Context: an optimization exercise on an open-source flow, tuned for small area, a short achievable clock period and few clock cycles per item. The choices shown serve that exercise and are no tape-out recipe.
At most, simulation tests tie the RTL to the original design; equivalence was not proved.
Power figures rest on the tool's default switching activity, not on a simulated workload.

==> flow/design.v <==
package tlbrr_pkg;
	localparam int ENTRIES    = 32;
	localparam int PAGE_BITS  = 11;
	localparam int FRAME_BITS = 10;
	localparam int SLOT_W     = $clog2(ENTRIES);
	localparam int LFSR_W     = 16;
	localparam int DEPTH      = 3;
	localparam int OUT_W      = 1 + FRAME_BITS + SLOT_W + 1;
	localparam logic [LFSR_W-1:0] LFSR_TAPS = 16'hB400;
	localparam logic [LFSR_W-1:0] LFSR_SEED = 16'hACE1;
	localparam logic [1:0] ACT_LOOKUP = 2'd0;
	localparam logic [1:0] ACT_FILL   = 2'd1;
	localparam logic [1:0] ACT_FLUSH  = 2'd2;
	typedef struct packed {
		logic [1:0]            action;
		logic [PAGE_BITS-1:0]  page_number;
		logic [FRAME_BITS-1:0] frame_number;
	} in_item_t;
	typedef struct packed {
		logic                  hit;
		logic [FRAME_BITS-1:0] found_frame;
		logic [SLOT_W-1:0]     slot;
		logic                  evicted;
	} out_item_t;
	function automatic logic [ENTRIES-1:0] first_oh(input logic [ENTRIES-1:0] vec);
		logic [ENTRIES-1:0] below;
		below[0] = 1'b0;
		for (int i = 1; i < ENTRIES; i++) begin
			below[i] = below[i-1] | vec[i-1];
		end
		first_oh = vec & ~below;
	endfunction
	function automatic logic [SLOT_W-1:0] enc(input logic [ENTRIES-1:0] oh);
		logic [SLOT_W-1:0] idx;
		idx = '0;
		for (int i = 0; i < ENTRIES; i++) begin
			if (oh[i]) begin
				idx = idx | SLOT_W'(i);
			end
		end
		enc = idx;
	endfunction
	function automatic logic [ENTRIES-1:0] dec(input logic [SLOT_W-1:0] idx);
		dec = '0;
		dec[idx] = 1'b1;
	endfunction
	function automatic logic [LFSR_W-1:0] lfsr_step(input logic [LFSR_W-1:0] cur);
		logic [LFSR_W-1:0] nxt;
		nxt = cur >> 1;
		if (cur[0]) begin
			nxt = nxt ^ LFSR_TAPS;
		end
		lfsr_step = nxt;
	endfunction
endpackage
module tlbrr_ctrl(
	input  logic                 clk,
	input  logic                 arst_n,
	input  logic                 in_valid,
	output logic                 in_stall,
	output logic                 acc,
	input  logic                 r_v,
	input  tlbrr_pkg::out_item_t r_data,
	output logic                 out_valid,
	input  logic                 out_stall,
	output tlbrr_pkg::out_item_t out_data
);
	localparam int D = tlbrr_pkg::DEPTH;
	localparam int S = D - 1;
	logic [D:0]           cnt_q;
	logic                 stall_q;
	logic                 hv_q;
	logic [tlbrr_pkg::OUT_W-1:0] h_q;
	logic [S-1:0][tlbrr_pkg::OUT_W-1:0] s_q;
	logic [S-1:0]         rd_q, wr_q;     
	logic [S:0]           sn_q;           
	logic                 pop, take, s_any, s_pop, s_push;
	logic [tlbrr_pkg::OUT_W-1:0] s_rd;
	assign acc       = in_valid & ~stall_q;
	assign in_stall  = stall_q;
	assign pop       = hv_q & ~out_stall;
	assign out_valid = hv_q;
	assign out_data  = h_q;
	assign s_any  = ~sn_q[0];
	assign take   = ~hv_q | ~out_stall;
	assign s_pop  = take & s_any;
	assign s_push = r_v & (s_any | ~take);
	always_comb begin
		s_rd = '0;
		for (int k = 0; k < S; k++) begin
			if (rd_q[k]) begin
				s_rd = s_rd | s_q[k];
			end
		end
	end
	always_ff @(posedge clk or negedge arst_n) begin
		if (!arst_n) begin
			cnt_q   <= (D + 1)'(1);
			stall_q <= 1'b0;
			hv_q    <= 1'b0;
			rd_q    <= S'(1);
			wr_q    <= S'(1);
			sn_q    <= (S + 1)'(1);
		end else begin
			if (acc && !pop) begin
				cnt_q <= {cnt_q[D-1:0], 1'b0};
			end else if (pop && !acc) begin
				cnt_q <= {1'b0, cnt_q[D:1]};
			end
			stall_q <= !pop && (cnt_q[D] || (cnt_q[D-1] && acc));
			if (take) begin
				hv_q <= s_any | r_v;
			end
			if (s_pop) begin
				rd_q <= {rd_q[S-2:0], rd_q[S-1]};
			end
			if (s_push) begin
				wr_q <= {wr_q[S-2:0], wr_q[S-1]};
			end
			if (s_push && !s_pop) begin
				sn_q <= {sn_q[S-1:0], 1'b0};
			end else if (s_pop && !s_push) begin
				sn_q <= {1'b0, sn_q[S:1]};
			end
		end
	end
	always_ff @(posedge clk) begin
		if (take) begin
			h_q <= s_any ? s_rd : r_data;
		end
		for (int k = 0; k < S; k++) begin
			if (r_v && wr_q[k]) begin
				s_q[k] <= r_data;
			end
		end
	end
endmodule
module tlbrr_datapath(
	input  logic                 clk,
	input  logic                 arst_n,
	input  logic                 cfg_we,
	input  logic                 cfg_data,
	input  logic                 acc,
	input  tlbrr_pkg::in_item_t  in_data,
	output logic                 r_v,
	output tlbrr_pkg::out_item_t r_data
);
	localparam int N  = tlbrr_pkg::ENTRIES;
	localparam int SW = tlbrr_pkg::SLOT_W;
	logic [N-1:0]                          valid_q;
	logic [N-1:0][tlbrr_pkg::PAGE_BITS-1:0]  page_q;
	logic [N-1:0][tlbrr_pkg::FRAME_BITS-1:0] frame_q;
	logic [N-1:0][SW-1:0]                  lru_q;
	logic [N-1:0][SW-1:0]                  lru;
	logic                                  used_q;
	logic                                  pu_v_q;
	logic [SW-1:0]                         pu_slot_q;
	logic                                  pu_front_q;
	logic [tlbrr_pkg::LFSR_W-1:0]          lfsr_q;
	logic                                  mode_q;
	logic [N-1:0]                          free_oh_q;
	logic                                  free_any_q;
	logic [N-1:0]                          free2_oh;
	logic                                  free2_any;
	logic                 b_v_q;
	tlbrr_pkg::in_item_t  b_q;
	logic [N-1:0]         b_match_q;
	logic [N-1:0] a_match;
	logic         a_peq;
	logic                 b_lookup, b_fill, b_flush;
	logic [N-1:0]         hit_oh, free_oh, fill_oh, vict_oh;
	logic                 hit_any, free_any;
	logic [SW-1:0]        hit_idx, free_idx, front, vict_idx, fill_idx;
	logic [tlbrr_pkg::LFSR_W-1:0] lfsr_next;
	logic [tlbrr_pkg::FRAME_BITS-1:0] hit_frame;
	logic                 use_rec;
	logic [SW-1:0]        use_slot;
	logic [N-1:0]         pu_at, pu_ge;
	assign a_peq = (b_q.page_number == in_data.page_number);
	always_comb begin
		for (int i = 0; i < N; i++) begin
			if (b_flush) begin
				a_match[i] = 1'b0;
			end else if (fill_oh[i]) begin
				a_match[i] = a_peq;
			end else begin
				a_match[i] = valid_q[i] && (page_q[i] == in_data.page_number);
			end
		end
	end
	assign b_lookup = b_v_q && (b_q.action == tlbrr_pkg::ACT_LOOKUP);
	assign b_fill   = b_v_q && (b_q.action == tlbrr_pkg::ACT_FILL);
	assign b_flush  = b_v_q && (b_q.action == tlbrr_pkg::ACT_FLUSH);
	assign hit_oh    = tlbrr_pkg::first_oh(b_match_q);
	assign hit_any   = |b_match_q;
	assign hit_idx   = tlbrr_pkg::enc(hit_oh);
	assign free_oh   = free_oh_q;
	assign free_any  = free_any_q;
	assign free2_oh  = tlbrr_pkg::first_oh(~valid_q & ~free_oh_q);
	assign free2_any = |(~valid_q & ~free_oh_q);
	assign free_idx  = tlbrr_pkg::enc(free_oh);
	assign lfsr_next = tlbrr_pkg::lfsr_step(lfsr_q);
	always_comb begin
		for (int k = 0; k < N; k++) begin
			lru[k] = lru_q[k] ^ SW'(k);
		end
	end
	assign front     = pu_front_q ? lru[1] : lru[0];
	assign vict_idx  = mode_q ? lfsr_next[SW-1:0] : front;
	assign vict_oh   = mode_q ? tlbrr_pkg::dec(lfsr_next[SW-1:0])
	                 : (pu_front_q ? tlbrr_pkg::dec(lru[1]) : tlbrr_pkg::dec(lru[0]));
	assign fill_idx  = free_any ? free_idx : vict_idx;
	assign fill_oh   = !b_fill ? '0 : (free_any ? free_oh : vict_oh);
	always_comb begin
		hit_frame = '0;
		for (int i = 0; i < N; i++) begin
			if (hit_oh[i]) begin
				hit_frame = hit_frame | frame_q[i];
			end
		end
	end
	assign use_rec  = !mode_q && ((b_lookup && hit_any) || b_fill);
	assign use_slot = b_fill ? fill_idx : hit_idx;
	assign r_v = b_v_q;
	always_comb begin
		r_data = '0;
		if (b_lookup && hit_any) begin
			r_data.hit         = 1'b1;
			r_data.found_frame = hit_frame;
			r_data.slot        = hit_idx;
		end else if (b_fill) begin
			r_data.slot    = fill_idx;
			r_data.evicted = !free_any;
		end
	end
	always_comb begin
		for (int k = 0; k < N; k++) begin
			pu_at[k] = (lru[k] == pu_slot_q);
			pu_ge[k] = (k == 0) ? pu_at[k] : (pu_ge[(k + N - 1) % N] | pu_at[k]);
		end
	end
	always_ff @(posedge clk or negedge arst_n) begin
		if (!arst_n) begin
			b_v_q   <= 1'b0;
			valid_q <= '0;
			free_oh_q  <= N'(1);
			free_any_q <= 1'b1;
			used_q  <= 1'b0;
			pu_v_q  <= 1'b0;
			pu_front_q <= 1'b0;
			lfsr_q  <= tlbrr_pkg::LFSR_SEED;
			mode_q  <= 1'b0;
			for (int k = 0; k < N; k++) begin
				lru_q[k] <= '0;
			end
		end else begin
			b_v_q <= acc;
			if (cfg_we) begin
				mode_q <= cfg_data;
			end
			if (b_flush) begin
				valid_q    <= '0;
				free_oh_q  <= N'(1);
				free_any_q <= 1'b1;
			end else begin
				valid_q <= valid_q | fill_oh;
				if (b_fill && free_any_q) begin
					free_oh_q  <= free2_oh;
					free_any_q <= free2_any;
				end
			end
			if (b_fill && !free_any && mode_q) begin
				lfsr_q <= lfsr_next;
			end
			if (use_rec) begin
				used_q <= 1'b1;
			end
			pu_v_q <= use_rec && used_q;
			pu_front_q <= use_rec && used_q && (use_slot == front);
			if (pu_v_q) begin
				for (int k = 0; k < N - 1; k++) begin
					if (pu_ge[k]) begin
						lru_q[k] <= lru[k + 1] ^ SW'(k);
					end
				end
				lru_q[N-1] <= pu_slot_q ^ SW'(N - 1);
			end
		end
	end
	always_ff @(posedge clk) begin
		b_q       <= in_data;
		b_match_q <= a_match;
		pu_slot_q <= use_slot;
		for (int i = 0; i < N; i++) begin
			if (fill_oh[i]) begin
				page_q[i]  <= b_q.page_number;
				frame_q[i] <= b_q.frame_number;
			end
		end
	end
endmodule
module tlb_lru_random_replace_top(
	input  logic                 clk,
	input  logic                 arst_n,
	input  logic                 cfg_we,
	input  logic                 cfg_data,
	input  logic                 in_valid,
	output logic                 in_stall,
	input  tlbrr_pkg::in_item_t  in_data,
	output logic                 out_valid,
	input  logic                 out_stall,
	output tlbrr_pkg::out_item_t out_data
);
	logic                 acc;
	logic                 r_v;
	tlbrr_pkg::out_item_t r_data;
	tlbrr_ctrl u_ctrl (
		.clk       (clk),
		.arst_n    (arst_n),
		.in_valid  (in_valid),
		.in_stall  (in_stall),
		.acc       (acc),
		.r_v       (r_v),
		.r_data    (r_data),
		.out_valid (out_valid),
		.out_stall (out_stall),
		.out_data  (out_data)
	);
	tlbrr_datapath u_dp (
		.clk      (clk),
		.arst_n   (arst_n),
		.cfg_we   (cfg_we),
		.cfg_data (cfg_data),
		.acc      (acc),
		.in_data  (in_data),
		.r_v      (r_v),
		.r_data   (r_data)
	);
endmodule
Settings: LEC_CHECK=0, CAP_MARGIN=20, CORE_MARGIN=2, CORE_UTILIZATION=40, CTS_CLUSTER_DIAMETER=100, CTS_CLUSTER_SIZE=24, SETUP_SLACK_MARGIN=4.7, SLEW_MARGIN=60; clock period 7.5 ns.
run.sh (not shown) runs the stock make flow with config.mk's settings and CLKGATE_MAP_FILE= SYNTH_SCRIPT=/design/flow/synth_recipe.tcl, a recipe that flattens the netlist after the stock synthesis.
Testbench counts at the start, summed over its fixed seeds: cycles 20,832, items 20,800.
Change:
--- a/flow/design.v
+++ b/flow/design.v
@@ -152,5 +152,4 @@
 	logic [N-1:0][tlbrr_pkg::FRAME_BITS-1:0] frame_q;
 	logic [N-1:0][SW-1:0]                  lru_q;
-	logic [N-1:0][SW-1:0]                  lru;
 	logic                                  used_q;
 	logic                                  pu_v_q;
@@ -201,13 +200,8 @@
 	assign free_idx  = tlbrr_pkg::enc(free_oh);
 	assign lfsr_next = tlbrr_pkg::lfsr_step(lfsr_q);
-	always_comb begin
-		for (int k = 0; k < N; k++) begin
-			lru[k] = lru_q[k] ^ SW'(k);
-		end
-	end
-	assign front     = pu_front_q ? lru[1] : lru[0];
+	assign front     = pu_front_q ? lru_q[1] : lru_q[0];
 	assign vict_idx  = mode_q ? lfsr_next[SW-1:0] : front;
 	assign vict_oh   = mode_q ? tlbrr_pkg::dec(lfsr_next[SW-1:0])
-	                 : (pu_front_q ? tlbrr_pkg::dec(lru[1]) : tlbrr_pkg::dec(lru[0]));
+	                 : (pu_front_q ? tlbrr_pkg::dec(lru_q[1]) : tlbrr_pkg::dec(lru_q[0]));
 	assign fill_idx  = free_any ? free_idx : vict_idx;
 	assign fill_oh   = !b_fill ? '0 : (free_any ? free_oh : vict_oh);
@@ -236,5 +230,5 @@
 	always_comb begin
 		for (int k = 0; k < N; k++) begin
-			pu_at[k] = (lru[k] == pu_slot_q);
+			pu_at[k] = (lru_q[k] == pu_slot_q);
 			pu_ge[k] = (k == 0) ? pu_at[k] : (pu_ge[(k + N - 1) % N] | pu_at[k]);
 		end
@@ -252,5 +246,5 @@
 			mode_q  <= 1'b0;
 			for (int k = 0; k < N; k++) begin
-				lru_q[k] <= '0;
+				lru_q[k] <= SW'(k);
 			end
 		end else begin
@@ -281,8 +275,8 @@
 				for (int k = 0; k < N - 1; k++) begin
 					if (pu_ge[k]) begin
-						lru_q[k] <= lru[k + 1] ^ SW'(k);
+						lru_q[k] <= lru_q[k + 1];
 					end
 				end
-				lru_q[N-1] <= pu_slot_q ^ SW'(N - 1);
+				lru_q[N-1] <= pu_slot_q;
 			end
 		end
What happened: Cell count climbs by 0.90%; clock power hardly moves; setup slack loses 340 ps; via count increases by 4.7%; total power is lower by 15%; synthesized cell count goes down by 0.38%.
For the second run of this note, only the layout was checked, not whether the RTL still works.

[static timing again, ports no longer ideal]
How much do the figures lean on ideal ports? The routed layouts below were timed once more, with nothing changed but the port constraints.
Step 1: set_driving_cell puts a clkbuf_16 on clk and a buf_2 on each other input, an assumption about the parent block.
Step 2 times the ports against the registers' clock, not the clock port: input delays grow and output delays shrink by t, the midpoint of the rising clock arrivals with the driver on.
Three values: ideal ports, drivers, drivers and shift; two values: the first two.
run	t, ns	slack for setup (ns)	worst setup path after step 2
the first run	0.739	4.677 / 4.605 / 4.023	input to register
the second run	0.742	4.338 / 4.338 / 3.937	input to register
After both steps setup and hold are still met in every run listed. The setup slack of the first run, which loses most, moves by -0.072 ns with the drivers and by -0.654 ns with both steps.
